Background: an optimization exercise with open tools, aiming at small area, a short achievable clock period and few clock cycles per item. Do not read the settings as production practice.
Only simulation tests tie the RTL to the original design; equivalence was not proved.

## design/flow/design.v

```verilog
`timescale 1ns/1ps
module asconRound (
    input  logic [320-1:0] stateIn,
    input  logic [3:0]                   roundIdx,
    output logic [320-1:0] stateOut
);
    logic [64-1:0] x0, x1, x2, x3, x4;
    logic [64-1:0] t0, t1, t2, t3, t4;
    logic [64-1:0] y0, y1, y2, y3, y4;
    logic [7:0]                  rc;
    assign rc = {~roundIdx, roundIdx};
    always_comb begin
        x0 = stateIn[(320-1-64*(0)) -: 64];
        x1 = stateIn[(320-1-64*(1)) -: 64];
        x2 = stateIn[(320-1-64*(2)) -: 64];
        x3 = stateIn[(320-1-64*(3)) -: 64];
        x4 = stateIn[(320-1-64*(4)) -: 64];
        x2[7:0] = x2[7:0] ^ rc;
        x0 = x0 ^ x4;
        x4 = x4 ^ x3;
        x2 = x2 ^ x1;
        t0 = ~x0 & x1;
        t1 = ~x1 & x2;
        t2 = ~x2 & x3;
        t3 = ~x3 & x4;
        t4 = ~x4 & x0;
        x0 = x0 ^ t1;
        x1 = x1 ^ t2;
        x2 = x2 ^ t3;
        x3 = x3 ^ t4;
        x4 = x4 ^ t0;
        x1 = x1 ^ x0;
        x0 = x0 ^ x4;
        x3 = x3 ^ x2;
        x2 = ~x2;
        y0 = x0 ^ {x0[18:0], x0[63:19]} ^ {x0[27:0], x0[63:28]};
        y1 = x1 ^ {x1[60:0], x1[63:61]} ^ {x1[38:0], x1[63:39]};
        y2 = x2 ^ {x2[0:0],  x2[63:1]}  ^ {x2[5:0],  x2[63:6]};
        y3 = x3 ^ {x3[9:0],  x3[63:10]} ^ {x3[16:0], x3[63:17]};
        y4 = x4 ^ {x4[6:0],  x4[63:7]}  ^ {x4[40:0], x4[63:41]};
    end
    assign stateOut = {y0, y1, y2, y3, y4};
endmodule
`timescale 1ns/1ps
module asconPermutation #(
    parameter int roundsPerCycle = 1
) (
    input  logic [320-1:0] stateIn,
    input  logic [3:0]                   roundIdx,
    output logic [320-1:0] stateOut
);
    logic [320-1:0] chain [0:roundsPerCycle];
    assign chain[0] = stateIn;
    for (genvar g = 0; g < roundsPerCycle; g++) begin : g_round
        asconRound u_round (
            .stateIn (chain[g]),
            .roundIdx(roundIdx | 4'(g)),
            .stateOut(chain[g+1])
        );
    end
    assign stateOut = chain[roundsPerCycle];
endmodule
`timescale 1ns/1ps
module asconPadding (
    input  logic [64-1:0] block,
    input  logic [4-1:0]  len,
    output logic [64-1:0] padded,
    output logic [8-1:0] byteMask
);
    always_comb begin
        for (int b = 0; b < 8; b++) begin
            byteMask[8-1-b] = (b < len);
            if (b < len) begin
                padded[64-1-8*b -: 8] = block[64-1-8*b -: 8];
            end else if (b == len) begin
                padded[64-1-8*b -: 8] = 8'h80;
            end else begin
                padded[64-1-8*b -: 8] = 8'h00;
            end
        end
    end
endmodule
`timescale 1ns/1ps
module asconController (
    input  logic       clk,
    input  logic       rst,
    input  logic       start,
    input  logic       hasAd,
    input  logic       enc,
    input  logic       dLast,       
    output logic       idle,
    output logic [3:0] roundIdx,
    output logic       adMode,      
    output logic       injText,     
    output logic       injAny,      
    output logic       injDec,      
    output logic       injKey34,    
    output logic       injDs,       
    output logic       read,
    output logic       outValid,
    output logic       tagValid
);
    localparam int R = 1;
    localparam logic [3:0] lastIdx = 4'(12 - R);
    localparam logic [3:0] preIdx  = 4'(12 - 2 * R);
    localparam logic [3:0] shortRunStart = 12 - 6;
    localparam logic [2:0] phIdle  = 3'd0;
    localparam logic [2:0] phInit  = 3'd1;
    localparam logic [2:0] phAd    = 3'd2;
    localparam logic [2:0] phText  = 3'd3;
    localparam logic [2:0] phFinal = 3'd4;
    localparam logic [2:0] phTag   = 3'd5;
    logic [2:0] phase;
    logic       isLast;
    logic       isPre;
    logic       absorbing;
    assign idle      = (phase == phIdle);
    assign isLast    = (roundIdx == lastIdx);
    assign isPre     = (roundIdx == preIdx);
    assign absorbing = (phase == phInit) || (phase == phAd) || (phase == phText);
    always_ff @(posedge clk or posedge rst) begin
        if (rst) begin
            phase    <= phIdle;
            roundIdx <= 4'd0;
            adMode   <= 1'b0;
            injText  <= 1'b0;
            injAny   <= 1'b0;
            injDec   <= 1'b0;
            injKey34 <= 1'b0;
            injDs    <= 1'b0;
            read     <= 1'b0;
            outValid <= 1'b0;
            tagValid <= 1'b0;
        end else begin
            injText  <= absorbing && isPre && !adMode;
            injAny   <= absorbing && isPre;
            injDec   <= absorbing && isPre && !adMode && !enc;
            injDs    <= ((phase == phInit) || (phase == phAd)) && isPre && !adMode;
            injKey34 <= ((phase == phInit) || (phase == phFinal)) && isPre;
            read     <= (absorbing && isPre && adMode) || injText;
            outValid <= injText;
            tagValid <= (phase == phFinal) && isLast;
            roundIdx <= roundIdx + 4'(R);
            case (phase)
                phIdle: begin
                    roundIdx <= 4'd0;
                    if (start) begin
                        phase  <= phInit;
                        adMode <= hasAd;
                    end
                end
                phInit, phAd, phText: begin
                    if (isLast) begin
                        roundIdx <= shortRunStart;
                        if (adMode) begin
                            phase  <= phAd;
                            adMode <= !dLast;
                        end else if (dLast) begin
                            phase    <= phFinal;
                            roundIdx <= 4'd0;
                        end else begin
                            phase <= phText;
                        end
                    end
                end
                phFinal: begin
                    if (isLast) begin
                        phase <= phTag;
                    end
                end
                default: begin
                    phase <= phIdle;
                end
            endcase
        end
    end
endmodule
`timescale 1ns/1ps
module asconTop (
    input  logic                         clk,
    input  logic                         rst,
    input  logic                         start,
    input  logic                         hasAd,
    input  logic                         enc,
    input  logic [128-1:0]   key,
    input  logic [128-1:0]   nonce,
    input  logic [64-1:0]  adBlock,
    input  logic [4-1:0]   adLen,
    input  logic [64-1:0]  textBlock,
    input  logic [4-1:0]   textLen,
    output logic                         read,
    output logic [64-1:0]  outBlock,
    output logic                         outValid,
    output logic [128-1:0]   tag,
    output logic                         tagValid
);
    logic                         idle;
    logic [3:0]                   roundIdx;
    logic                         adMode;
    logic                         injText;
    logic                         injAny;
    logic                         injDec;
    logic                         injKey34;
    logic                         injDs;
    logic [320-1:0] stateReg;
    logic [320-1:0] permOut;
    logic [128-1:0]   keyReg;
    logic [64-1:0]  selBlock;
    logic [4-1:0]   selLen;
    logic [8-1:0] lenBytes;
    logic [8-1:0] dBytes;    
    logic [8-1:0] padBytes;  
    logic [8-1:0] injBytes;
    logic [8-1:0] injPads;
    logic [8-1:0] decBytes;
    logic                         dLast;     
    logic [64-1:0]  outReg;
    logic [64-1:0]  mask64;
    logic [64-1:0]  keep0;
    logic [64-1:0]  inj0;
    logic [128-1:0]   inj12;
    logic [128-1:0]   inj34;
    logic [320-1:0] nextState;
    logic [64-1:0]  y0;
    asconController u_controller (
        .clk     (clk),
        .rst     (rst),
        .start   (start),
        .hasAd   (hasAd),
        .enc     (enc),
        .dLast   (dLast),
        .idle    (idle),
        .roundIdx(roundIdx),
        .adMode  (adMode),
        .injText (injText),
        .injAny  (injAny),
        .injDec  (injDec),
        .injKey34(injKey34),
        .injDs   (injDs),
        .read    (read),
        .outValid(outValid),
        .tagValid(tagValid)
    );
    asconPermutation #(
        .roundsPerCycle(1)
    ) u_permutation (
        .stateIn (stateReg),
        .roundIdx(roundIdx),
        .stateOut(permOut)
    );
    assign selBlock = adMode ? adBlock : textBlock;
    assign selLen   = adMode ? adLen : textLen;
    always_comb begin
        for (int b = 0; b < 8; b++) begin
            lenBytes[8-1-b] = (b < selLen);
        end
    end
    always_ff @(posedge clk) begin
        dBytes <= lenBytes;
    end
    assign padBytes = {1'b1, dBytes[8-1:1]} & ~dBytes;
    assign dLast    = !dBytes[0];
    assign injBytes = dBytes & {8{injAny}};
    assign injPads  = padBytes & {8{injAny}};
    assign decBytes = dBytes & {8{injDec}};
    for (genvar b = 0; b < 8; b++) begin : g_pad
        assign inj0[8*b +: 8]   = (selBlock[8*b +: 8] & {8{injBytes[b]}}) | {injPads[b], 7'd0};
        assign mask64[8*b +: 8] = {8{injBytes[b]}};
        assign keep0[8*b +: 8]  = {8{!decBytes[b]}};
    end
    assign inj12 = (injText && dLast) ? keyReg : '0;
    assign inj34 = (injKey34 ? keyReg : '0) ^ {127'd0, injDs};
    assign y0 = permOut[(320-1-64*(0)) -: 64];
    always_comb begin
        nextState = permOut ^ {inj0, inj12, inj34};
        nextState[(320-1-64*(0)) -: 64] = (y0 & keep0) ^ inj0;
        if (idle) begin
            nextState = {64'h80400c0600000000, key, nonce};
        end
    end
    always_ff @(posedge clk) begin
        stateReg <= nextState;
        outReg   <= (y0 ^ inj0) & mask64;
        if (idle) begin
            keyReg <= key;
        end
    end
    assign outBlock = outReg;
    assign tag      = stateReg[128-1:0];
endmodule
```

## design/flow/flow/run.sh

```bash
#!/bin/bash
# Standard ORFS layout, with plain buf_1 cells as the port buffers instead of
# the delay cells buffer_ports picks by default, a clock tree with larger
# sink clusters and no dummy loads, and timing repair aiming below the period.
set -euo pipefail
export BUFFER_PORTS_ARGS="-buffer_cell sky130_fd_sc_hd__buf_1"
export CTS_ARGS="-sink_clustering_enable -repair_clock_nets -dont_use_dummy_load -sink_clustering_size 20 -sink_clustering_max_diameter 80"
export SETUP_SLACK_MARGIN=5.2
bash standard.sh > standard.log 2>&1
```

## design/flow/standard.sh

```bash
#!/bin/bash
# synth_recipe.tcl (not shown) runs the flow's synth.tcl, then flattens the netlist and writes it again
# the make line also repeats each setting of config.mk as NAME=value (left out here)
make -C /OpenROAD-flow-scripts/flow DESIGN_CONFIG=/design/flow/config.mk WORK_HOME=/design/flow/orfs CLKGATE_MAP_FILE= SYNTH_SCRIPT=/design/flow/synth_recipe.tcl "${@:-finish}"
```

## design/flow/config.mk

```make
export PLATFORM = sky130hd
export DESIGN_NAME = asconTop
export DESIGN_NICKNAME = asconTop
export VERILOG_FILES = /design/flow/design.v
export SDC_FILE = /design/flow/constraint.sdc
export NUM_CORES = 4
export LEC_CHECK = 0
export CAP_MARGIN = 20
export CORE_MARGIN = 2
export CORE_UTILIZATION = 40
export GPL_ROUTABILITY_DRIVEN = 0
export SLEW_MARGIN = 40
```

## design/flow/constraint.sdc

```tcl
create_clock -name core_clock -period 8.0 [get_ports {clk}]
set_input_delay 1.6000 -clock core_clock [delete_from_list [all_inputs] [get_ports {clk}]]
set_output_delay 1.6000 -clock core_clock [all_outputs]
set_load 0.01 [all_outputs]
```

==> summary.md, run 1 <==
| Metric | Value |
|---|---|
| Sequential fraction of the synthesis area | `between 30% and 40%` |
| Post-Syn Instances | `just over 4000` |
| Post-DRT Antenna Nets | `0` |
| Async set or reset register ratio after synthesis | `2.99%` |
| Total grt overflow | `0` |
| WHS | `419 ps` |
| Io pins | `approximately 590` |
| Max Clk Rate | `0.346 GHz` |
| Crit path time final | `2890 ps` |
| Synth Warn # | `6` |
| Startpoint Class | `register` |
| Max Cap Viol | `0` |
| Max Slew Vio Count | `0` |
| Die height | `roughly 310 µm` |
| Die area | `just under 0.1 mm²` |
| Setup Skew | `56.2 ps` |
| Crit. Startpoint | `stateReg[223]` |
| Reg2reg path depth | `7` |
| Layout cells sized above 1 | `9.91%` |
| First DRT Iteration DRCs | `just over 4000` |
| Initial antenna violation count | `37` |
| Reg2Reg Capture Point | `stateReg[85]` |
| CTS clock-pin slew for the worst setup and hold paths | `about 90 ps` |
| Non-Filler Instances | `approximately 5800` |
| Global-route wire length before repair | `between 200000 and 250000 µm` |
| CTS Hold Buffers Added | `0` |
| Post-Place Cells | `5676` |
| CTS buffer count | `41` |
| PortBufs | `591` |
| Crit-path max FO | `4` |
| Status | `no timing/DRC/antenna violations` |
| Fin area | `0.0426 mm²` |
| Gr usage total | `33.1%` |
| Hold Violations, Final | `0` |
| Cell Area, Placed | `0.0407 mm²` |
| Critical Path AT | `between 3000 and 4000 ps` |
| Netlist cell types | `53` |
| Mapped Area | `0.0376 mm²` |
| CTS tree | `done` |
| Tcrit/Tclk final | `roughly 36%` |
| Row Count | `112` |
| Crit Path Class | `register to register` |
| Routed wire length | `166000 µm` |
| Clk root buf | `clkbuf_16` |
| Clock latency on the worst-skew pair | `620 ps` |
| Setup_tns | `0 ps` |
| Detailed Routing Iterations Pass 1 | `6` |
| Residual DRC count | `0` |
| Syn nets | `4591` |
| R2R Path Start | `stateReg[223]` |
| Ys flop type | `dfxtp_1` |
| Number of global-route vias before repair | `29200` |
| Drt via density | `around 5.4` |
| EDFF count, synth | `about 130` |
| Area delta synth->final | `13.1%` |
| Slew Limit Headroom | `32.4%` |
| Bufs on Longest Clock Path | `3` |
| Crit. End Element | `register` |
| RSZ-0062 raised after global routing | `true` |
| CTS sink count | `roughly 540` |
| Total core area | `between 0.09 and 0.1 mm²` |
| Measured slew at the worst slew-check pin | `1010 ps` |
| Seq cells post-synth | `536` |
| Syn_area_per_cell | `9.26 µm²` |
| Setup slack, reg-to-reg | `5110 ps` |
| Largest net degree at the start of global routing | `roughly 180` |
| Crit path to | `stateReg[85]` |
| Starting Density | `40.4%` |
| Worst endpoint required time | `8460 ps` |
| Hold Path Class | `register to register` |
| H-Tree Depth | `2` |
| Layout Nets | `5000` |
| Via count | `31100` |
| Chip width | `311 µm` |
| Hpwl dp | `135000 µm` |
| Routed len/inst | `28.8 µm` |
| Endpoints failing setup | `0` |
[how the worst min path moves through the flow]
| stage | slack (ps) | endpoint | startpoint | depth (start not counted) |
|---|---|---|---|---|
| after floorplan | 370 | u_controller.outValid | u_controller.injText | 0 |
| after global placement | 400 | u_controller.outValid | u_controller.injText | 0 |
| after detailed placement | 390 | u_controller.outValid | u_controller.injText | 0 |
| after CTS | 420 | u_controller.outValid | u_controller.injText | 0 |
| after global routing | 430 | u_controller.outValid | u_controller.injText | 0 |
| final | 420 | u_controller.outValid | u_controller.injText | 0 |
[registers in the layout, summed over array words and instances (netlist names), 3 cells and up]
| name | cells |
|---|---|
| stateReg | 320 |
| keyReg | 128 |
| outReg | 64 |
| dBytes | 8 |
| u_controller.roundIdx | 4 |
| u_controller.phase | 3 |
[cell type report]
class | instances | area (µm²)
inverters | 208 | 807
well taps | 1254 | 1570
flip-flops and latches | 536 | 12300
diodes | 29 | 72.6
repair buffers | 627 | 2700
clock buffers | 41 | 1030
fillers | 9160 | 50600
multi-input cells | 3059 | 24100
[cells by family after synthesis]
family | after synthesis | share of synthesized area, %
AND/OR/NAND/NOR | 798 | 8.24
AO/OA/AOI/OAI | 524 | 7.74
buffers and inverters | 470 | 6.05
adder cells (fa/ha/maj) | 194 | 6.03
flip-flops | 536 | 32.1
XOR/XNOR | 1420 | 36.4
multiplexers | 122 | 3.42
[cell usage in the layout, fill, tap and decap left out, types with 21 or more instances in the layout]
| master | instances |
|---|---|
| xnor2_1 | 829 |
| buf_1 | 543 |
| nand2_1 | 496 |
| xor2_1 | 381 |
| dfxtp_1 | 294 |
| nor2_1 | 269 |
| a21oi_1 | 224 |
| inv_1 | 203 |
| ha_1 | 130 |
| edfxtp_1 | 128 |
| xnor2_2 | 121 |
| o21ai_0 | 115 |
| o21ai_1 | 99 |
| mux2i_1 | 71 |
| maj3_1 | 64 |
| dfxtp_2 | 61 |
| xnor3_1 | 54 |
| mux2_2 | 51 |
| o2111ai_1 | 51 |
| clkbuf_16 | 41 |
| dfxtp_4 | 37 |
| buf_2 | 32 |
| buf_4 | 31 |
| diode_2 | 29 |
| xor2_2 | 21 |
[worst max-delay path, stage by stage (launching register included)]
cell	delay, ps
dfxtp_1	360
inv_1	80
ha_1	290
xnor2_1	660
xnor2_1	500
xnor2_1	260
xnor2_1	480
a21oi_1	130
[stage by stage]
stage / worst slack, ps / utilization [%]
after global placement: 4510 / 43.1
after CTS: 5200 / 45.3
after detailed placement: 4780 / 43.7
after global routing: 5140 / 45.6
final: 5110 / 45.7
after floorplan: 5370 / -
[layer usage]
layer  wire, µm  GRT usage, %  up-vias  share of wire (%)
met5        106             0        -              0.064
li1           -             -    13800                  -
met4      11400          19.4       18                6.9
met2      72200          50.8     1957                 43
met1      63000          42.1    14900                 38
met3      19200          8.50      391                 12
[Yosys cell counts, types with 5 or more instances]
cell	count	area [µm²]
o211ai_1	7	52.6
nor2b_1	5	31.3
mux2i_1	71	711
xor3_1	9	214
maj3_1	64	641
inv_1	203	762
inv_2	5	18.8
o2111ai_1	51	447
a21oi_1	225	1130
dfrtp_1	16	400
xnor2_2	42	683
nor2_1	269	1010
clkbuf_1	99	372
nand3_1	10	50.1
buf_1	11	41.3
xor2_1	400	3500
nand2_1	496	1860
o21ai_0	115	576
ha_1	130	1630
a21o_1	8	60.1
xnor2_1	911	7980
buf_4	129	968
o21ai_1	99	495
edfxtp_1	128	3840
buf_2	23	115
xnor3_1	55	1240
dfxtp_1	392	7850
mux2_2	51	574
[repair_timing]
item	4_1_cts	5_1_grt
gates cloned	2	0
endpoints found under the setup margin	329	45
pin swaps	3	0
setup buffers	4	1
gates resized for setup	183	37
Testbench counts, summed over its fixed seeds: cycles 17,560, blocks 1,860.
==> run 2, diff against run 1 <==
--- a/design/flow/config.mk
+++ b/design/flow/config.mk
@@ -10,3 +10,4 @@
 export CORE_UTILIZATION = 40
 export GPL_ROUTABILITY_DRIVEN = 0
+export PLACE_DENSITY = 0.7
 export SLEW_MARGIN = 40
==> run 2 against run 1 <==
Compared with the run above: still clean; hold slack better by 2.2 ps; final cell count shrank 0.31%; maximum frequency increased by 1.3%; non-clock buffer count down 11; wire length grew 0.13%; sequential cell count unchanged; clock skew increased by 12 ps; core utilization decreased by 0.27 points.
==> summary.md, run 2 <==
| Metric | Value |
|---|---|
| Status | `no timing/DRC/antenna violations` |
| Layout cells sized above 1 | `9.47%` |
| Area of the multi-input gates | `0.0241 mm²` |
| Most frequent cells in the layout | `xnor2_1, buf_1, nand2_1` |
| CTS sink count | `536` |
| Clock latency on the worst-skew pair | `about 600 ps` |
| Bufs on Longest Clock Path | `3` |
| Row Count | `112` |
| Residual DRC count | `0` |
| Max Cap Viol | `0` |
| CTS buffer count | `38` |
| Mapped Area | `between 0.03 and 0.04 mm²` |
| Simple-Gate Fraction of Synth Area | `a little over 8%` |
| Startpoint Class | `register` |
| Max Slew Vio Count | `0` |
| Clk root buf | `clkbuf_16` |
| Crit-path max cell delay | `690 ps` |
| Syn_area_per_cell | `9.26 µm²` |
| Area leader, netlist | `xnor2_1` |
| Slew Limit Headroom | `between 30% and 40%` |
| Ys flop type | `dfxtp_1` |
| Crit Path Class | `register to register` |
| CP max stage cell | `dfxtp_1` |
| H-Tree Depth | `2` |
| Most frequent cell after synthesis | `xnor2_1` |
| R2R Path Start | `stateReg[276]` |
| Synth Area in Adders | `6.03%` |
| Dpl ws | `4790 ps` |
| Reg2Reg Capture Point | `stateReg[257]` |
| XOR/XNOR Fraction of Synth Area | `36.4%` |
| Drt via density | `5.49` |
| Crit path time final | `2850 ps` |
| Setup_tns | `0 ps` |
| Critical Path AT | `~3300 ps` |
| CTS tree | `done` |
| Setup Skew | `67.8 ps` |
| CTS clock-pin slew for the worst setup and hold paths | `80 ps` |
| Hold Violations, Final | `0` |
| Largest net degree at the start of global routing | `between 100 and 150` |
| Hold Path Class | `register to register` |
| Largest register FFs | `320` |
| Reg2reg path depth | `6` |
| Via count | `31500` |
| WHS | `421 ps` |
| Synth Warn # | `6` |
| Endpoints failing setup | `0` |
| CTS Hold Buffers Added | `0` |
| Top cells by area, synth | `xnor2_1, dfxtp_1, edfxtp_1` |
| Routed len/inst | `a little under 30 µm` |
| Async set or reset register ratio after synthesis | `2.99%` |
| Total core area | `0.0932 mm²` |
| Tcrit/Tclk final | `between 30% and 40%` |
| Final WS setup | `5150 ps` |
| Crit path to | `stateReg[257]` |
| Sequential fraction of the synthesis area | `32.1%` |
| Register Area | `between 0.01 and 0.015 mm²` |
| Die height | `311 µm` |
| Yosys top cell area share | `between 20% and 30%` |
| Mux share of post-synthesis cell area | `3.42%` |
| Seq cells post-synth | `approximately 540` |
| Total grt overflow | `0` |
| List of most frequent post-synthesis cells | `xnor2_1, nand2_1, xor2_1, dfxtp_1, nor2_1` |
| Detailed Routing Iterations Pass 1 | `6` |
| PortBufs | `591` |
| Crit-path max FO | `3` |
| Area fraction in compound gates after synthesis | `~7.7%` |
| Routed wire length | `166000 µm` |
| Number of global-route vias before repair | `approximately 30000` |
| FILL cells | `9127` |
| Cell Area, Placed | `roughly 0.041 mm²` |
| Most common cell after layout, fill and taps aside | `xnor2_1` |
| Measured slew at the worst slew-check pin | `993 ps` |
| Max Clk Rate | `0.351 GHz` |
| Post-Syn Instances | `slightly above 4000` |
| Fin area | `around 0.042 mm²` |
| Syn nets | `4591` |
| Worst endpoint required time | `about 8500 ps` |
| Layout Nets | `4987` |
| Io pins | `592` |
| Crit-path cells | `xnor2_1 > nand2_1 > xnor2_2 > xnor3_1 > o2111ai_1 > o21ai_1` |
| Hpwl dp | `between 100000 and 150000 µm` |
| Setup slack, reg-to-reg | `5150 ps` |
| Gr usage total | `33.1%` |
| Chip width | `311 µm` |
| Starting Density | `40.4%` |
| Crit. Startpoint | `stateReg[276]` |
| Post-DRT Antenna Nets | `0` |
| Largest family of logic cells by synthesized area | `XOR/XNOR gates` |
| Initial antenna violation count | `39` |
| First DRT Iteration DRCs | `about 4100` |
| Largest Register | `stateReg` |
| Die area | `0.0965 mm²` |
| Global-route wire length before repair | `226000 µm` |
| Crit. End Element | `register` |
| Netlist cell types | `53` |
| Biggest regs | `stateReg: 320 flops, keyReg: 128 flops, outReg: 64 flops` |
| Area delta synth->final | `12.5%` |
| EDFF count, synth | `128` |
| RSZ-0062 raised after global routing | `true` |
==> run 2: cell counts after synthesis <==
No cell type changed its count.
==> run 2: routing by layer <==
metal,GRT usage (%),part of all wire [%],wire length (µm),vias to the layer above
met5,0,0.11,184,-
met4,24.9,9.0,14900,30
met3,13.1,14,23600,575
li1,-,-,-,13800
met1,38.5,35,58100,14900
met2,49.0,42,69400,2172
==> run 2: worst max-delay path, delay by kind of cell, from the launching register on <==
| kind | cells | cell delay [ps] |
|---|---|---|
| simple gates | 1 | 140 |
| flops | 1 | 690 |
| compound gates | 2 | 350 |
| xor+xnor | 3 | 1540 |
==> run 2: layout make-up <==
cell class                      count  area share [%]
Tap cell                         1254            3.71
Sequential cell                   536            29.1
Inverter                          208            1.88
Antenna cell                       24           0.142
Multi-Input combinational cell   3060            56.9
Timing Repair Buffer              616            6.08
Clock buffer                       38            2.25
==> run 2: logic make-up (layout without fill, tap and decap cells) <==
| family | count (synthesis) | after routing |
|---|---|---|
| AO/OA/AOI/OAI | 524 | 524 |
| buffers and inverters | 470 | 862 |
| AND/OR/NAND/NOR | 798 | 800 |
| multiplexers | 122 | 122 |
| flip-flops | 536 | 536 |
| other | 0 | 24 |
| XOR/XNOR | 1420 | 1420 |
| adder cells (fa/ha/maj) | 194 | 194 |
==> run 2: how the worst min path moves through the flow <==
stage / start / cells after the start / endpoint / slack, ps
6_report: u_controller.injText / 0 / u_controller.outValid / 420
5_1_grt: u_controller.injText / 0 / u_controller.outValid / 450
4_1_cts: u_controller.injText / 0 / u_controller.outValid / 420
3_5_place_dp: u_controller.injText / 0 / u_controller.outValid / 400
3_3_place_gp: u_controller.injText / 0 / u_controller.outValid / 400
2_1_floorplan: u_controller.injText / 0 / u_controller.outValid / 370
==> run 2: through the flow <==
| step | util, % | std cells |
|---|---|---|
| 3_3_place_gp | 43.0 | 5667 |
| 6_report | 45.4 | 5736 |
| 5_1_grt | 45.4 | 5727 |
| 2_1_floorplan | - | 4064 |
| 4_1_cts | 44.9 | 5707 |
| 3_5_place_dp | 43.5 | 5667 |
==> run 2: what timing repair did <==
action                                  CTS  global route
buffers inserted                          0             4
pin swaps                                 1             5
gates cloned                              2             1
resized for setup                       168            47
endpoints found under the setup margin  350           188
==> run 3, diff against run 2 <==
--- a/design/flow/config.mk
+++ b/design/flow/config.mk
@@ -9,5 +9,4 @@
 export CORE_MARGIN = 2
 export CORE_UTILIZATION = 40
-export GPL_ROUTABILITY_DRIVEN = 0
-export PLACE_DENSITY = 0.7
+export PLACE_DENSITY = 0.65
 export SLEW_MARGIN = 40
==> run 3 against run 2 <==
Compared with the run above: die area did not move; first-iteration DRC count fell by 15%; hold slack got worse by 14 ps; non-clock buffer count increased by 15; synthesized cell count unchanged; sequential share of layout area shrank 0.23 points; area after synthesis unchanged; wire length down 0.27%; maximum frequency rose by 1.6%; critical endpoint is now outReg[7]; sequential cell count stayed put.
==> summary.md, run 3 <==
| Metric | Value |
|---|---|
| Tcrit/Tclk final | `35.1%` |
| Die height | `311 µm` |
| Largest net degree at the start of global routing | `193` |
| Setup Skew | `~51 ps` |
| Status | `no timing/DRC/antenna violations` |
| Post-Place Cells | `between 5000 and 6000` |
| Max Cap Viol | `0` |
| Total core area | `between 0.09 and 0.1 mm²` |
| List of most frequent post-synthesis cells | `xnor2_1, nand2_1, xor2_1, dfxtp_1, nor2_1` |
| Post-DRT Antenna Nets | `0` |
| Top cells by area, synth | `xnor2_1, dfxtp_1, edfxtp_1` |
| CTS buffer count | `between 40 and 50` |
| XOR/XNOR Fraction of Synth Area | `between 30% and 40%` |
| Final WS setup | `5190 ps` |
| Setup_tns | `0 ps` |
| Routability cong. | `1.09` |
| Crit-path cells | `xnor2_1 > nand2_1 > xnor2_2 > xnor3_1 > xor2_1 > nor2_1` |
| Simple-Gate Fraction of Synth Area | `8.24%` |
| Worst endpoint required time | `8470 ps` |
| Dpl ws | `5000 ps` |
| Layout Nets | `around 5000` |
| Area delta synth->final | `13.8%` |
| First DRT Iteration DRCs | `3499` |
| Crit-path max cell delay | `a little under 700 ps` |
| Non-Filler Instances | `5750` |
| Sequential fraction of the synthesis area | `32.1%` |
| Measured slew at the worst slew-check pin | `965 ps` |
| Routed len/inst | `28.8 µm` |
| Crit Path Class | `register to register` |
| Syn nets | `around 4600` |
| Global-route wire length before repair | `224000 µm` |
| Startpoint Class | `register` |
| Most common cell after layout, fill and taps aside | `xnor2_1` |
| Most frequent cells in the layout | `xnor2_1, buf_1, nand2_1` |
| Largest Register | `stateReg` |
| Biggest regs | `stateReg: 320 flops, keyReg: 128 flops, outReg: 64 flops` |
| RSZ-0062 raised after global routing | `true` |
| Row Count | `112` |
| CTS Hold Buffers Added | `0` |
| Number of global-route vias before repair | `29100` |
| Synth Warn # | `6` |
| Mux share of post-synthesis cell area | `3.42%` |
| Drt via density | `5.36` |
| Slew Limit Headroom | `35.2%` |
| Hold Violations, Final | `0` |
| Crit-path max FO | `3` |
| Die area | `0.0965 mm²` |
| H-Tree Depth | `2` |
| Residual DRC count | `0` |
| Gr usage total | `33.1%` |
| Synth Area in Adders | `6.03%` |
| CTS clock-pin slew for the worst setup and hold paths | `80 ps` |
| Chip width | `311 µm` |
| Via count | `a little over 30000` |
| Netlist cell types | `53` |
| PortBufs | `~600` |
| Max Slew Vio Count | `0` |
| Bufs on Longest Clock Path | `3` |
| CTS tree | `done` |
| Syn_area_per_cell | `9.26 µm²` |
| Mapped Area | `0.0376 mm²` |
| Crit path time final | `2810 ps` |
| Crit. End Element | `register` |
| CP max stage cell | `xnor2_2` |
| Starting Density | `between 40 and 50%` |
| Layout cells sized above 1 | `10.7%` |
| Clock latency on the worst-skew pair | `620 ps` |
| Critical Path AT | `3280 ps` |
| Post-Syn Instances | `4064` |
| Max Clk Rate | `between 0.3 and 0.4 GHz` |
| Async set or reset register ratio after synthesis | `2.99%` |
| Initial antenna violation count | `38` |
| CTS sink count | `536` |
| Most frequent cell after synthesis | `xnor2_1` |
| Largest register FFs | `320` |
| EDFF count, synth | `128` |
| Io pins | `around 590` |
| Area leader, netlist | `xnor2_1` |
| Routed wire length | `between 150000 and 200000 µm` |
| Seq cells post-synth | `536` |
| Hpwl dp | `136000 µm` |
| Detailed Routing Iterations Pass 1 | `6` |
| Clk root buf | `clkbuf_16` |
| Yosys top cell area share | `approximately a fifth` |
| Area fraction in compound gates after synthesis | `under 10%` |
| Endpoints failing setup | `0` |
| Hold Path Class | `register to register` |
| Total grt overflow | `0` |
| Ys flop type | `dfxtp_1` |
| Largest family of logic cells by synthesized area | `XOR/XNOR gates` |
==> run 3: cell counts after synthesis <==
No cell type changed its count.
==> run 3: through the flow <==
step / instance area (µm²) / util (%) / hold slack (ps)
floorplan: 37600 / - / 368
global placement: 40200 / 43.1 / 396
detailed placement: 40900 / 43.9 / 387
CTS: 42400 / 45.5 / 406
global route: 42800 / 45.9 / 420
finish: 42800 / 45.9 / 408
==> run 3: layer usage <==
layer | up-vias | share of wire [%] | global-route usage, %
li1 | 13800 | - | -
met1 | 14800 | 38 | 41.9
met2 | 1821 | 44 | 51.5
met3 | 372 | 11 | 8.27
met4 | 28 | 6.6 | 18.9
met5 | - | 0.12 | 0
==> run 3: final timing paths <==
check,from,endpoint,slack [ps],depth (start not counted)
max in group asynchronous,rst,u_controller.injKey34,6500,2
min in group asynchronous,rst,u_controller.roundIdx[0],1020,2
setup reg to reg,stateReg[282],outReg[7],5190,6
hold reg to reg,u_controller.injText,u_controller.outValid,410,0
hold / removal,u_controller.injText,u_controller.outValid,410,0
setup / recovery,stateReg[282],outReg[7],5190,6
==> run 3: cell families (layout without fill, tap and decap cells) <==
| logic type | after synthesis | after routing |
|---|---|---|
| xor gates and xnor gates | 1420 | 1420 |
| DFF | 536 | 536 |
| AOI/OAI and AO/OA | 524 | 524 |
| and+or+nand+nor | 798 | 798 |
| muxes | 122 | 122 |
| adders and majority gates | 194 | 194 |
| other | 0 | 20 |
| buffers and inverters | 470 | 882 |
==> run 3: repair_timing <==
item / 4_1_cts / 5_1_grt
buffers inserted: 1 / 6
resized for setup: 193 / 58
setup endpoints to repair: 296 / 91
pin swaps: 0 / 3
gates cloned: 1 / 0
==> run 3: area by class of cell <==
cell class,count,area [µm²]
Clock buffer,43,1080
Antenna cell,20,50.0
Tap cell,1254,1570
Multi-Input combinational cell,3058,24200
Timing Repair Buffer,631,2760
Fill cell,9116,50400
Sequential cell,536,12300
Inverter,208,807
==> run 3: worst max-delay path, delay by kind of cell, from the launching register on <==
family        cells  cell delay (ps)
xor+xnor          4             1990
flops             1              440
simple gates      2              230
==> run 4, diff against run 3 <==
--- a/design/flow/config.mk
+++ b/design/flow/config.mk
@@ -9,4 +9,4 @@
 export CORE_MARGIN = 2
 export CORE_UTILIZATION = 40
-export PLACE_DENSITY = 0.65
 export SLEW_MARGIN = 40
+export TNS_END_PERCENT = 50
==> run 4 against run 3 <==
Compared with the run above: area after synthesis unchanged; synthesized cell count stayed put; hold slack improved by 170 ps.
==> summary.md, run 4 <==
| Metric | Value |
|---|---|
| Status | `no timing/DRC/antenna violations` |
| Bufs on Longest Clock Path | `3` |
| Clock latency on the worst-skew pair | `630 ps` |
| Largest Register | `stateReg` |
| Simple-Gate Fraction of Synth Area | `8.24%` |
| Layout cells sized above 1 | `9.63%` |
| Netlist cell types | `53` |
| Routability cong. | `1.07` |
| Crit-path max FO | `4` |
| Global-route wire length before repair | `226000 µm` |
| Post-Place Cells | `5679` |
| CTS buffer count | `41` |
| Synth Area in Adders | `6.03%` |
| Gr usage total | `33.4%` |
| Die height | `311 µm` |
| Worst path top cell family by delay | `XOR/XNOR gates` |
| RSZ-0062 raised after global routing | `true` |
| Area delta synth->final | `13.4%` |
| Starting Density | `40.4%` |
| Syn nets | `4591` |
| H-Tree Depth | `2` |
| Non-Filler Instances | `5750` |
| Post-Syn Instances | `4064` |
| Hold Path Class | `register to register` |
| Async set or reset register ratio after synthesis | `~3.0%` |
| Post-DRT Antenna Nets | `0` |
| Drt via density | `5.36` |
| Chip width | `311 µm` |
| Hpwl dp | `138000 µm` |
| Synth Warn # | `6` |
| Seq cells post-synth | `536` |
| Measured slew at the worst slew-check pin | `979 ps` |
| Largest family of logic cells by synthesized area | `XOR/XNOR gates` |
| Initial antenna violation count | `28` |
| Total core area | `0.0932 mm²` |
| CTS sink count | `around 540` |
| Most common cell after layout, fill and taps aside | `xnor2_1` |
| Crit Path Class | `register to register` |
| Slew Limit Headroom | `34.3%` |
| CTS clock-pin slew for the worst setup and hold paths | `80 ps` |
| Most frequent CP cell | `xnor2_1` |
| Fin area | `0.0426 mm²` |
| Crit-path cells | `inv_1 > ha_1 > xor2_1 > xnor2_2 > xnor2_1 > xnor2_1 > o21ai_1` |
| Ys flop type | `dfxtp_1` |
| Layout Nets | `about 5000` |
| Number of global-route vias before repair | `28900` |
| Clk root buf | `clkbuf_16` |
| Max Slew Vio Count | `0` |
| Critical Path AT | `3360 ps` |
| Routed len/inst | `approximately 29 µm` |
| Crit path time final | `between 2000 and 3000 ps` |
| FILL cells | `9234` |
| Max Clk Rate | `0.345 GHz` |
| CTS tree | `done` |
| XOR/XNOR Fraction of Synth Area | `between 30% and 40%` |
| EDFF count, synth | `about 130` |
| Via count | `roughly 30000` |
| Row Count | `112` |
| Setup_tns | `0 ps` |
| CP max stage cell | `xor2_1` |
| Mux share of post-synthesis cell area | `under 10%` |
| Residual DRC count | `0` |
| Io pins | `592` |
| Sequential fraction of the synthesis area | `32.1%` |
| Buf/Inv on CP | `1` |
| Worst endpoint required time | `8460 ps` |
| List of most frequent post-synthesis cells | `xnor2_1, nand2_1, xor2_1, dfxtp_1, nor2_1` |
| Most frequent cell after synthesis | `xnor2_1` |
| Mapped Area | `0.0376 mm²` |
| First DRT Iteration DRCs | `~3800` |
| Detailed Routing Iterations Pass 1 | `6` |
| Cell Area, Placed | `0.0408 mm²` |
| Dpl ws | `between 4000 and 5000 ps` |
| Most frequent cells in the layout | `xnor2_1, buf_1, nand2_1` |
| Tcrit/Tclk final | `36.3%` |
| Area leader, netlist | `xnor2_1` |
| Largest register FFs | `320` |
| Setup Skew | `around 82 ps` |
| Area fraction in compound gates after synthesis | `7.74%` |
| Crit. End Element | `register` |
| Hold Violations, Final | `0` |
| PortBufs | `591` |
| Largest net degree at the start of global routing | `100` |
| Biggest regs | `stateReg: 320 flops, keyReg: 128 flops, outReg: 64 flops` |
| Syn_area_per_cell | `9.26 µm²` |
| Max Cap Viol | `0` |
| Crit-path max cell delay | `660 ps` |
| Final WS setup | `5100 ps` |
| Endpoints failing setup | `0` |
| Routed wire length | `168000 µm` |
| Die area | `0.0965 mm²` |
| Total grt overflow | `0` |
| Top cells by area, synth | `xnor2_1, dfxtp_1, edfxtp_1` |
| Startpoint Class | `register` |
| Yosys top cell area share | `about a fifth` |
## run 4: per-stage QoR
step                      utilization [%]  hold slack [ps]
after floorplan                         -              368
after global placement               43.1              409
after detailed placement             43.8              404
after CTS                            45.2              423
after global routing                 45.7              574
final                                45.8              579
## run 4: cell families (layout without fill, tap and decap cells)
family	Yosys count	after routing
xor+xnor	1420	1420
simple gates	798	801
flops	536	536
compound gates	524	524
buf+inv	470	879
fa+ha+maj	194	194
mux	122	122
other cells	0	20
## run 4: timing repair
item | 4_1_cts | 5_1_grt
buffers inserted | 3 | 0
setup endpoints to repair | 377 | 257
gates resized for setup | 59 | 137
cloned | 2 | 3
pin swaps | 2 | 4
hold buffers | 0 | 0
## run 4: path summary, 6_finish.rpt
kind / start / to / slack, ps / depth (start not counted)
worst max-delay path: stateReg[124] / stateReg[114] / 5100 / 7
worst min-delay path: u_controller.injText / u_controller.outValid / 580 / 0
worst max register to register: stateReg[124] / stateReg[114] / 5100 / 7
worst min register to register: u_controller.injText / u_controller.outValid / 580 / 0
max in group asynchronous: rst / u_controller.injKey34 / 6470 / 2
min in group asynchronous: rst / u_controller.roundIdx[0] / 1030 / 2
## run 4: final cells by class
class                      instances  area, µm²  area share, %
timing repair buffer             630       2730           6.41
tap                             1254       1570           3.68
multi-input combinational       3061      24200           56.7
sequential                       536      12300           28.8
clock buffer                      41       1030           2.41
antenna                           20       50.0          0.117
inverter                         208        793           1.86
## run 4: routing by layer
metal  global-route usage, %  part of all wire (%)  vias up
met3                    6.95                    10      320
met4                    16.9                   5.6       10
met5                       0                 0.046        -
li1                        -                     -    13900
met2                    52.5                    45     1722
met1                    43.5                    39    14900
==> run 5, diff against run 4 <==
--- a/design/flow/config.mk
+++ b/design/flow/config.mk
@@ -10,3 +10,2 @@
 export CORE_UTILIZATION = 40
 export SLEW_MARGIN = 40
-export TNS_END_PERCENT = 50
==> run 5 against run 4 <==
Compared with the run above: maximum frequency increased by 2.8%; count of clock-buffer cells in the layout stayed put; setup slack better by 79 ps; non-clock buffer count stayed put; largest cell class unchanged; sequential share of layout area hardly changed; final area grew 0.13%.
==> summary.md, run 5 <==
| Metric | Value |
|---|---|
| CTS tree | `done` |
| CTS sink count | `536` |
| Crit path time final | `2820 ps` |
| Dpl ws | `4760 ps` |
| Async set or reset register ratio after synthesis | `2.99%` |
| Chip width | `311 µm` |
| Hold Path Class | `register to register` |
| Area of the multi-input gates | `0.0242 mm²` |
| Gr usage total | `33.5%` |
| Endpoints failing setup | `0` |
| Routed len/inst | `29.2 µm` |
| Via count | `30800` |
| Most frequent cells in the layout | `xnor2_1, buf_1, nand2_1` |
| Max Cap Viol | `0` |
| Worst endpoint required time | `8500 ps` |
| Measured slew at the worst slew-check pin | `1010 ps` |
| Die height | `roughly 310 µm` |
| Final WS setup | `between 5000 and 6000 ps` |
| Layout cells sized above 1 | `10.6%` |
| Starting Density | `40.4%` |
| PortBufs | `slightly below 600` |
| Total core area | `0.0932 mm²` |
| EDFF count, synth | `128` |
| Crit-path max FO | `3` |
| Met3 wire length | `17700 µm` |
| Most common cell after layout, fill and taps aside | `xnor2_1` |
| Routed length on met2 | `74400 µm` |
| Ys flop type | `dfxtp_1` |
| Clk root buf | `clkbuf_16` |
| RSZ-0062 raised after global routing | `false` |
| Seq cells post-synth | `536` |
| Initial antenna violation count | `32` |
| Largest register FFs | `320` |
| Largest Register | `stateReg` |
| First DRT Iteration DRCs | `slightly below 4000` |
| CTS Hold Buffers Added | `0` |
| CTS clock-pin slew for the worst setup and hold paths | `90 ps` |
| Slew Limit Headroom | `32.7%` |
| Status | `no timing/DRC/antenna violations` |
| Row Count | `112` |
| Drt via density | `5.35` |
| Tcrit/Tclk final | `35.3%` |
| List of most frequent post-synthesis cells | `xnor2_1, nand2_1, xor2_1, dfxtp_1, nor2_1` |
| Hpwl dp | `138000 µm` |
| Bufs on Longest Clock Path | `3` |
| Residual DRC count | `0` |
| Highest routed layer | `met5` |
| Max Clk Rate | `0.354 GHz` |
| Setup Skew | `84.5 ps` |
| Syn nets | `4591` |
| Clock latency on the worst-skew pair | `between 600 and 700 ps` |
| Largest net degree at the start of global routing | `100` |
| Mapped Area | `about 0.038 mm²` |
| Metal-1 WL | `65900 µm` |
| Yosys top cell area share | `21.2%` |
| Hold Violations, Final | `0` |
| Crit. End Element | `register` |
| Routed wire length | `168000 µm` |
| FILL cells | `9222` |
| Startpoint Class | `register` |
| Max Slew Vio Count | `0` |
| Layout Nets | `~5000` |
| Total grt overflow | `0` |
| H-Tree Depth | `2` |
| Post-Syn Instances | `4064` |
| Netlist cell types | `53` |
| Critical Path AT | `3320 ps` |
| Crit Path Class | `register to register` |
| Area leader, netlist | `xnor2_1` |
| Area delta synth->final | `13.5%` |
| Register Area | `roughly 0.012 mm²` |
| Number of global-route vias before repair | `just under 30000` |
| Global-route wire length before repair | `226000 µm` |
| Top cells by area, synth | `xnor2_1, dfxtp_1, edfxtp_1` |
| Most frequent cell after synthesis | `xnor2_1` |
| Sequential fraction of the synthesis area | `between 30% and 40%` |
| Synth Warn # | `6` |
| Die area | `0.0965 mm²` |
| Io pins | `592` |
| Biggest regs | `stateReg: 320 flops, keyReg: 128 flops, outReg: 64 flops` |
| Post-DRT Antenna Nets | `0` |
| Routability cong. | `1.07` |
| Syn_area_per_cell | `9.26 µm²` |
| Detailed Routing Iterations Pass 1 | `6` |
| CTS buffer count | `41` |
| Setup_tns | `0 ps` |
## run 5: cell families after synthesis
logic type	Yosys count	share of synthesized area, %
buf+inv	470	6.05
xor+xnor	1420	36.4
compound gates	524	7.74
flops	536	32.1
simple gates	798	8.24
mux	122	3.42
fa+ha+maj	194	6.03
## run 5: worst paths after layout
check | from | end | slack [ps] | cells after the start
min in group asynchronous | rst | u_controller.roundIdx[1] | 1030 | 2
min reg2reg | u_controller.injText | u_controller.outValid | 590 | 0
max | stateReg[289] | stateReg[56] | 5180 | 6
min | u_controller.injText | u_controller.outValid | 590 | 0
max reg2reg | stateReg[289] | stateReg[56] | 5180 | 6
max in group asynchronous | rst | u_controller.injKey34 | 6470 | 2
## run 5: worst max-delay path: stages, from the launching register on
cell and delay, ps:
dfxtp_1 660, xnor2_1 250, nand2_1 110, xor2_1 630, xnor2_1 240, xnor2_1 650
a21oi_1 140
## run 5: layout make-up
| type | count | share of cell area (%) |
|---|---|---|
| inverters | 208 | 1.86 |
| flip-flops and latches | 536 | 28.8 |
| multi-input cells | 3061 | 56.6 |
| diodes | 25 | 0.147 |
| well taps | 1254 | 3.68 |
| clock buffers | 41 | 2.40 |
| repair buffers | 630 | 6.47 |
## run 5: layer usage
metal	track usage (%)	vias to the layer above
li1	-	13900
met1	43.6	14900
met2	52.2	1776
met3	6.91	319
met4	17.6	12
met5	0	-
## run 5: repair_timing
item	in CTS	in global routing
pin swaps	2	4
setup endpoints to repair	377	169
gates resized for setup	192	42
gates cloned	2	3
setup buffers	3	0
## run 5: stage by stage
stage,std cells,hold WS [ps],area (µm²),utilization [%]
2_1_floorplan,4064,368,37600,-
3_3_place_gp,5679,409,40200,43.1
3_5_place_dp,5679,404,40800,43.8
4_1_cts,5725,423,42400,45.4
5_1_grt,5744,574,42700,45.8
6_report,5755,594,42700,45.8
==> run 6, diff against run 5 <==
--- a/design/flow/flow/run.sh
+++ b/design/flow/flow/run.sh
@@ -5,5 +5,4 @@
 set -euo pipefail
 export BUFFER_PORTS_ARGS="-buffer_cell sky130_fd_sc_hd__buf_1"
-export CTS_ARGS="-sink_clustering_enable -repair_clock_nets -dont_use_dummy_load -sink_clustering_size 20 -sink_clustering_max_diameter 80"
 export SETUP_SLACK_MARGIN=5.2
 bash standard.sh > standard.log 2>&1
==> run 6 against run 5 <==
Compared with the run above: sequential cell count stayed put; clock skew decreased by 59 ps; count of clock-buffer cells in the layout increased by 55; register-to-register slack barely moved; die area unchanged; sequential share of layout area fell by 0.81 points; core utilization rose by 1.5 points; final area increased by 3.4%; critical path type unchanged.
==> summary.md, run 6 <==
| Metric | Value |
|---|---|
| Reg2reg path depth | `7` |
| Bufs on Longest Clock Path | `3` |
| Starting Density | `between 40% and 50%` |
| Sequential fraction of the synthesis area | `around 32%` |
| Tcrit/Tclk final | `35.3%` |
| Area leader, netlist | `xnor2_1` |
| Syn_area_per_cell | `9.26 µm²` |
| Netlist cell types | `53` |
| EDFF count, synth | `~130` |
| Crit-path max FO | `3` |
| Hpwl dp | `138000 µm` |
| Setup_tns | `0 ps` |
| Layout Nets | `5039` |
| Crit-path max cell delay | `740 ps` |
| Worst min-delay path startpoint | `u_controller.injText` |
| Clk root buf | `clkbuf_16` |
| Drt via density | `5.30` |
| Area of the multi-input gates | `~0.024 mm²` |
| Largest register FFs | `between 300 and 400` |
| Register Area | `0.0124 mm²` |
| Most frequent cell after synthesis | `xnor2_1` |
| Largest net degree at the start of global routing | `100` |
| CTS buffer count | `67` |
| Die height | `roughly 310 µm` |
| Crit-path cells | `buf_4 > inv_1 > ha_1 > xor2_1 > xnor2_1 > xnor2_1 > a21oi_1` |
| FILL cells | `9083` |
| CTS sink count | `536` |
| Endpoints failing setup | `0` |
| Die area | `a little under 0.1 mm²` |
| Reg2Reg Capture Point | `stateReg[56]` |
| Worst-case hold path end point | `u_controller.outValid` |
| Biggest regs | `stateReg: 320 flops, keyReg: 128 flops, outReg: 64 flops` |
| Ys flop type | `dfxtp_1` |
| PortBufs | `between 500 and 600` |
| Crit path time final | `about 2800 ps` |
| Hold Path Class | `register to register` |
| Cell count of the worst hold path | `0` |
| Setup Skew | `25.3 ps` |
| Fin area | `0.0441 mm²` |
| Layout cells sized above 1 | `between 10% and 20%` |
| Synth Warn # | `6` |
| Worst endpoint required time | `between 8000 and 9000 ps` |
| Hold Violations, Final | `0` |
| Startpoint Class | `register` |
| Row Count | `112` |
| Async set or reset register ratio after synthesis | `2.99%` |
| Gr usage total | `33.9%` |
| Critical Path AT | `around 3300 ps` |
| Mapped Area | `0.0376 mm²` |
| RSZ-0062 raised after global routing | `false` |
| Setup slack, reg-to-reg | `approximately 5200 ps` |
| H-Tree Depth | `3` |
| Max Clk Rate | `0.354 GHz` |
| Post-Syn Instances | `4064` |
| Crit. End Element | `register` |
| Via count | `31000` |
| Routed wire length | `169000 µm` |
| Cell Area, Placed | `0.0408 mm²` |
| Clock latency on the worst-skew pair | `650 ps` |
| First DRT Iteration DRCs | `3692` |
| Total grt overflow | `0` |
| Dpl ws | `4760 ps` |
| Area delta synth->final | `17.3%` |
| CTS clock-pin slew for the worst setup and hold paths | `approximately 70 ps` |
| Syn nets | `4591` |
| Total core area | `0.0932 mm²` |
| Initial antenna violation count | `29` |
| Max Cap Viol | `0` |
| Detailed Routing Iterations Pass 1 | `6` |
| Top cells by area, synth | `xnor2_1, dfxtp_1, edfxtp_1` |
| Seq cells post-synth | `around 540` |
| Io pins | `a little under 600` |
| Max Slew Vio Count | `0` |
| Global-route wire length before repair | `228000 µm` |
| Final WS setup | `5180 ps` |
| Post-DRT Antenna Nets | `0` |
| List of most frequent post-synthesis cells | `xnor2_1, nand2_1, xor2_1, dfxtp_1, nor2_1` |
| Most common cell after layout, fill and taps aside | `xnor2_1` |
| CTS Hold Buffers Added | `0` |
| Measured slew at the worst slew-check pin | `993 ps` |
| CTS tree | `done` |
| Yosys top cell area share | `21.2%` |
| Most frequent CP cell | `xnor2_1` |
| Crit Path Class | `register to register` |
| Chip width | `311 µm` |
| Residual DRC count | `0` |
| Largest Register | `stateReg` |
| Routability cong. | `1.07` |
| R2R Path Start | `stateReg[120]` |
| Status | `no timing/DRC/antenna violations` |
| Slew Limit Headroom | `33.3%` |
| Most frequent cells in the layout | `xnor2_1, nand2_1, buf_1` |
| CP max stage cell | `xor2_1` |
| Number of global-route vias before repair | `approximately 30000` |
| Routed len/inst | `28.9 µm` |
-- run 6: cell count changes in the layout (fill, tap and decap cells not counted), moves of 9 or more --
cell       previous run  this run
clkbuf_16            41        73
clkbuf_1              0        14
buf_4                33        58
buf_1               523       478
buf_2                38        82
dfxtp_4              32        53
dfxtp_2              60        43
clkbuf_8              0         9
clkinv_2              0        11
clkbuf_2             23         8
-- run 6: worst max-delay path: cells and delay by family (launching register included) --
family | cells | cell delay, ps
AOI/OAI and AO/OA | 1 | 140
xor gates and xnor gates | 3 | 1590
adders and majority gates | 1 | 320
buffers and inverters | 2 | 210
DFF | 1 | 410
-- run 6: worst max-delay path by stage --
stage	slack (ps)	cells past startpoint	start	endpoint
5_1_grt	5180	6	dBytes[0]	stateReg[153]
2_1_floorplan	5370	6	u_controller.phase[2]	keyReg[0]
4_1_cts	5190	1	stateReg[113]	tag[113]
3_5_place_dp	4760	5	u_controller.phase[2]	stateReg[300]
6_report	5180	7	stateReg[120]	stateReg[56]
3_3_place_gp	4530	7	stateReg[87]	stateReg[279]
-- run 6: repair_timing --
action | in CTS | in global routing
setup buffers | 12 | 1
gates resized for setup | 289 | 25
pin swaps | 2 | 1
setup endpoints to repair | 385 | 102
cloned | 2 | 2
-- run 6: stage by stage --
stage / util, % / hold WS [ps] / cells
after CTS: 47.0 / 417 / 5817
after detailed placement: 43.8 / 404 / 5679
after floorplan: - / 368 / 4064
final: 47.4 / 576 / 5845
after global routing: 47.3 / 604 / 5835
after global placement: 43.1 / 409 / 5679
-- run 6: kinds of logic after synthesis --
group	Yosys count	synth area share [%]
AO/OA/AOI/OAI	524	7.74
XOR/XNOR	1420	36.4
adder cells (fa/ha/maj)	194	6.03
buffers and inverters	470	6.05
flip-flops	536	32.1
multiplexers	122	3.42
AND/OR/NAND/NOR	798	8.24
-- run 6: cell type report --
cell class	count	area share [%]
Antenna cell	24	0.136
Clock inverter	28	0.649
Sequential cell	536	28.0
Inverter	208	1.80
Timing Repair Buffer	639	6.60
Multi-Input combinational cell	3060	54.7
Tap cell	1254	3.56
Clock buffer	96	4.54
-- run 6: metal layers --
layer  wire, µm  vias up  global-route usage [%]
met5         69        -                       0
met4      10500       10                    19.3
met3      17900      318                    7.75
met2      74600     1716                    52.2
met1      66000    14900                    43.6
li1           -    14000                       -
==> run 7, diff against run 6 <==
--- a/design/flow/flow/run.sh
+++ b/design/flow/flow/run.sh
@@ -5,4 +5,5 @@
 set -euo pipefail
 export BUFFER_PORTS_ARGS="-buffer_cell sky130_fd_sc_hd__buf_1"
+export CTS_ARGS="-sink_clustering_enable -repair_clock_nets -dont_use_dummy_load -sink_clustering_size 24 -sink_clustering_max_diameter 100"
 export SETUP_SLACK_MARGIN=5.2
 bash standard.sh > standard.log 2>&1
==> run 7 against run 6 <==
Compared with the run above: count of clock-buffer cells in the layout shrank 62; global-route usage down 0.54 points; setup slack worse by 94 ps; core utilization is 1.7 points lower; area after synthesis stayed put; critical path depth down 1; register-to-register slack got worse by 90 ps; wire length decreased by 0.78%; final area is 3.5% lower; critical path type unchanged.
==> summary.md, run 7 <==
| Metric | Value |
|---|---|
| Post-Place Cells | `5679` |
| Synth Warn # | `6` |
| Routed wire length | `168000 µm` |
| CTS buffer count | `34` |
| Drt via density | `5.35` |
| Hold Path Class | `register to register` |
| Critical Path AT | `3410 ps` |
| CTS tree | `done` |
| Area leader, netlist | `xnor2_1` |
| Max Cap Viol | `0` |
| Util after Layout | `45.7%` |
| Total grt overflow | `0` |
| PortBufs | `591` |
| H-Tree Depth | `2` |
| Clk root buf | `clkbuf_16` |
| Gr usage total | `33.3%` |
| Tcrit/Tclk final | `36.5%` |
| CTS sink count | `536` |
| RSZ-0062 raised after global routing | `false` |
| Setup Skew | `65.0 ps` |
| Max Slew Vio Count | `0` |
| Yosys top cell area share | `a little over a fifth` |
| Bufs on Longest Clock Path | `3` |
| Row Count | `between 100 and 150` |
| Async set or reset register ratio after synthesis | `approximately 3.0%` |
| Endpoints failing setup | `0` |
| Io pins | `roughly 590` |
| Initial antenna violation count | `26` |
| Number of global-route vias before repair | `roughly 29000` |
| Largest Register | `stateReg` |
| Measured slew at the worst slew-check pin | `~980 ps` |
| Residual DRC count | `0` |
| List of most frequent post-synthesis cells | `xnor2_1, nand2_1, xor2_1, dfxtp_1, nor2_1` |
| Startpoint Class | `register` |
| Ys flop type | `dfxtp_1` |
| Post-DRT Antenna Nets | `0` |
| Top cells by area, synth | `xnor2_1, dfxtp_1, edfxtp_1` |
| Largest register FFs | `320` |
| Routability cong. | `1.07` |
| Die height | `311 µm` |
| Hold Violations, Final | `0` |
| Crit path time final | `a little under 3000 ps` |
| Netlist cell types | `between 50 and 60` |
| Seq cells post-synth | `536` |
| CTS clock-pin slew for the worst setup and hold paths | `100 ps` |
| Chip width | `311 µm` |
| Die area | `0.0965 mm²` |
| Crit-path max FO | `3` |
| Sequential fraction of the synthesis area | `32.1%` |
| Post-Syn Instances | `~4100` |
| Global-route wire length before repair | `around 220000 µm` |
| Mapped Area | `0.0376 mm²` |
| Hpwl dp | `138000 µm` |
| Layout Nets | `5002` |
| Routed len/inst | `29.2 µm` |
| Crit. End Element | `register` |
| Area delta synth->final | `13.2%` |
| Via count | `30700` |
| Status | `no timing/DRC/antenna violations` |
| First DRT Iteration DRCs | `3647` |
| Total core area | `0.0932 mm²` |
| Clock latency on the worst-skew pair | `630 ps` |
| Starting Density | `40.4%` |
| EDFF count, synth | `around 130` |
| Most frequent cells in the layout | `xnor2_1, buf_1, nand2_1` |
| CTS Hold Buffers Added | `0` |
| Most common cell after layout, fill and taps aside | `xnor2_1` |
| Syn nets | `4591` |
| Detailed Routing Iterations Pass 1 | `5` |
| Crit Path Class | `register to register` |
| Slew Limit Headroom | `33.9%` |
| Syn_area_per_cell | `9.26 µm²` |
| Most frequent cell after synthesis | `xnor2_1` |
| Largest net degree at the start of global routing | `198` |
| Non-Filler Instances | `roughly 5700` |
| Worst endpoint required time | `8490 ps` |
| Setup_tns | `0 ps` |
| Layout cells sized above 1 | `10.6%` |
| Max Clk Rate | `0.343 GHz` |
| Biggest regs | `stateReg: 320 flops, keyReg: 128 flops, outReg: 64 flops` |
==> run 7: stage by stage <==
| stage | hold slack, ps | worst slack, ps | area [µm²] |
|---|---|---|---|
| CTS | 426 | 5000 | 42200 |
| floorplan | 368 | 5370 | 37600 |
| global placement | 409 | 4530 | 40200 |
| detailed placement | 404 | 4760 | 40800 |
| finish | 582 | 5080 | 42600 |
| global route | 587 | 5200 | 42600 |
==> run 7: final cells by class <==
| type | instances | area, µm² |
|---|---|---|
| Sequential cell | 536 | 12300 |
| Timing Repair Buffer | 634 | 2820 |
| Clock buffer | 34 | 851 |
| Antenna cell | 19 | 47.5 |
| Inverter | 208 | 788 |
| Fill cell | 9222 | 50600 |
| Multi-Input combinational cell | 3061 | 24200 |
| Tap cell | 1254 | 1570 |
==> run 7: worst paths after layout <==
path	from	endpoint	slack (ps)	cells past startpoint
setup / recovery	stateReg[289]	stateReg[56]	5080	6
hold / removal	u_controller.injText	u_controller.outValid	580	0
setup reg to reg	stateReg[289]	stateReg[56]	5080	6
hold reg to reg	u_controller.injText	u_controller.outValid	580	0
max in group asynchronous	rst	u_controller.injKey34	6470	2
min in group asynchronous	rst	u_controller.read	1030	2
==> run 7: routing by layer <==
layer / GRT usage, % / wire, µm / vias to the layer above
li1: - / - / 13800
met1: 43.4 / 65800 / 14900
met2: 52.0 / 74100 / 1685
met3: 6.88 / 17700 / 306
met4: 17.3 / 10100 / 8
met5: 0 / 54 / -
==> run 7: cells by family (layout without fill, tap and decap cells) <==
group                    after synthesis  count (layout)  synth area share (%)
AND/OR/NAND/NOR                      798             801                  8.24
adder cells (fa/ha/maj)              194             194                  6.03
other                                  0              19                     0
multiplexers                         122             122                  3.42
AO/OA/AOI/OAI                        524             524                  7.74
XOR/XNOR                            1420            1420                  36.4
buffers and inverters                470             876                  6.05
flip-flops                           536             536                  32.1
==> run 7: critical path: stages, from the launching register on <==
cell and delay (ps):
dfxtp_1 700, xnor2_1 250, nand2_1 110, xor2_1 650, xnor2_1 240, xnor2_1 670, a21oi_1 140
==> run 7: what timing repair did <==
action	CTS	global route
setup buffers	3	4
pin swaps	2	3
resized for setup	202	49
setup endpoints to repair	378	275
gates cloned	1	4

-- what the ideal ports hide --
Ports are ideal in the flow. The routed layouts listed here were re-timed in OpenROAD.
Step 1 (the two cells are an assumption about what drives the block):
set clk [get_ports {clk}]
set_driving_cell -lib_cell sky130_fd_sc_hd__clkbuf_16 $clk
set_driving_cell -lib_cell sky130_fd_sc_hd__buf_2 [delete_from_list [all_inputs] $clk]
Step 2 times the ports against the registers' clock, not the clock port: input delays grow and output delays shrink by t, the midpoint of the rising clock arrivals with the driver on.
Three values: ideal ports, drivers, drivers and shift; two values: the first two.
run | t (ns) | setup slack, ns | clock arrival spread, ns
run 1 | 0.673 | 5.113 / 5.113 / 5.059 | 0.057 / 0.058
run 2 | 0.649 | 5.149 / 5.126 / 5.132 | 0.069 / 0.070
run 3 | 0.661 | 5.194 / 5.133 / 5.171 | 0.056 / 0.055
run 4 | 0.662 | 5.099 / 5.070 / 5.088 | 0.084 / 0.084
run 5 | 0.661 | 5.178 / 5.142 / 5.120 | 0.086 / 0.087
run 6 | 0.712 | 5.176 / 5.127 / 5.107 | 0.025 / 0.025
run 7 | 0.671 | 5.082 / 5.082 / 5.082 | 0.065 / 0.065
After both steps every run listed still meets setup and hold. The setup slack of run 6, which loses most, moves by -0.049 ns with the drivers and by -0.069 ns with both steps.
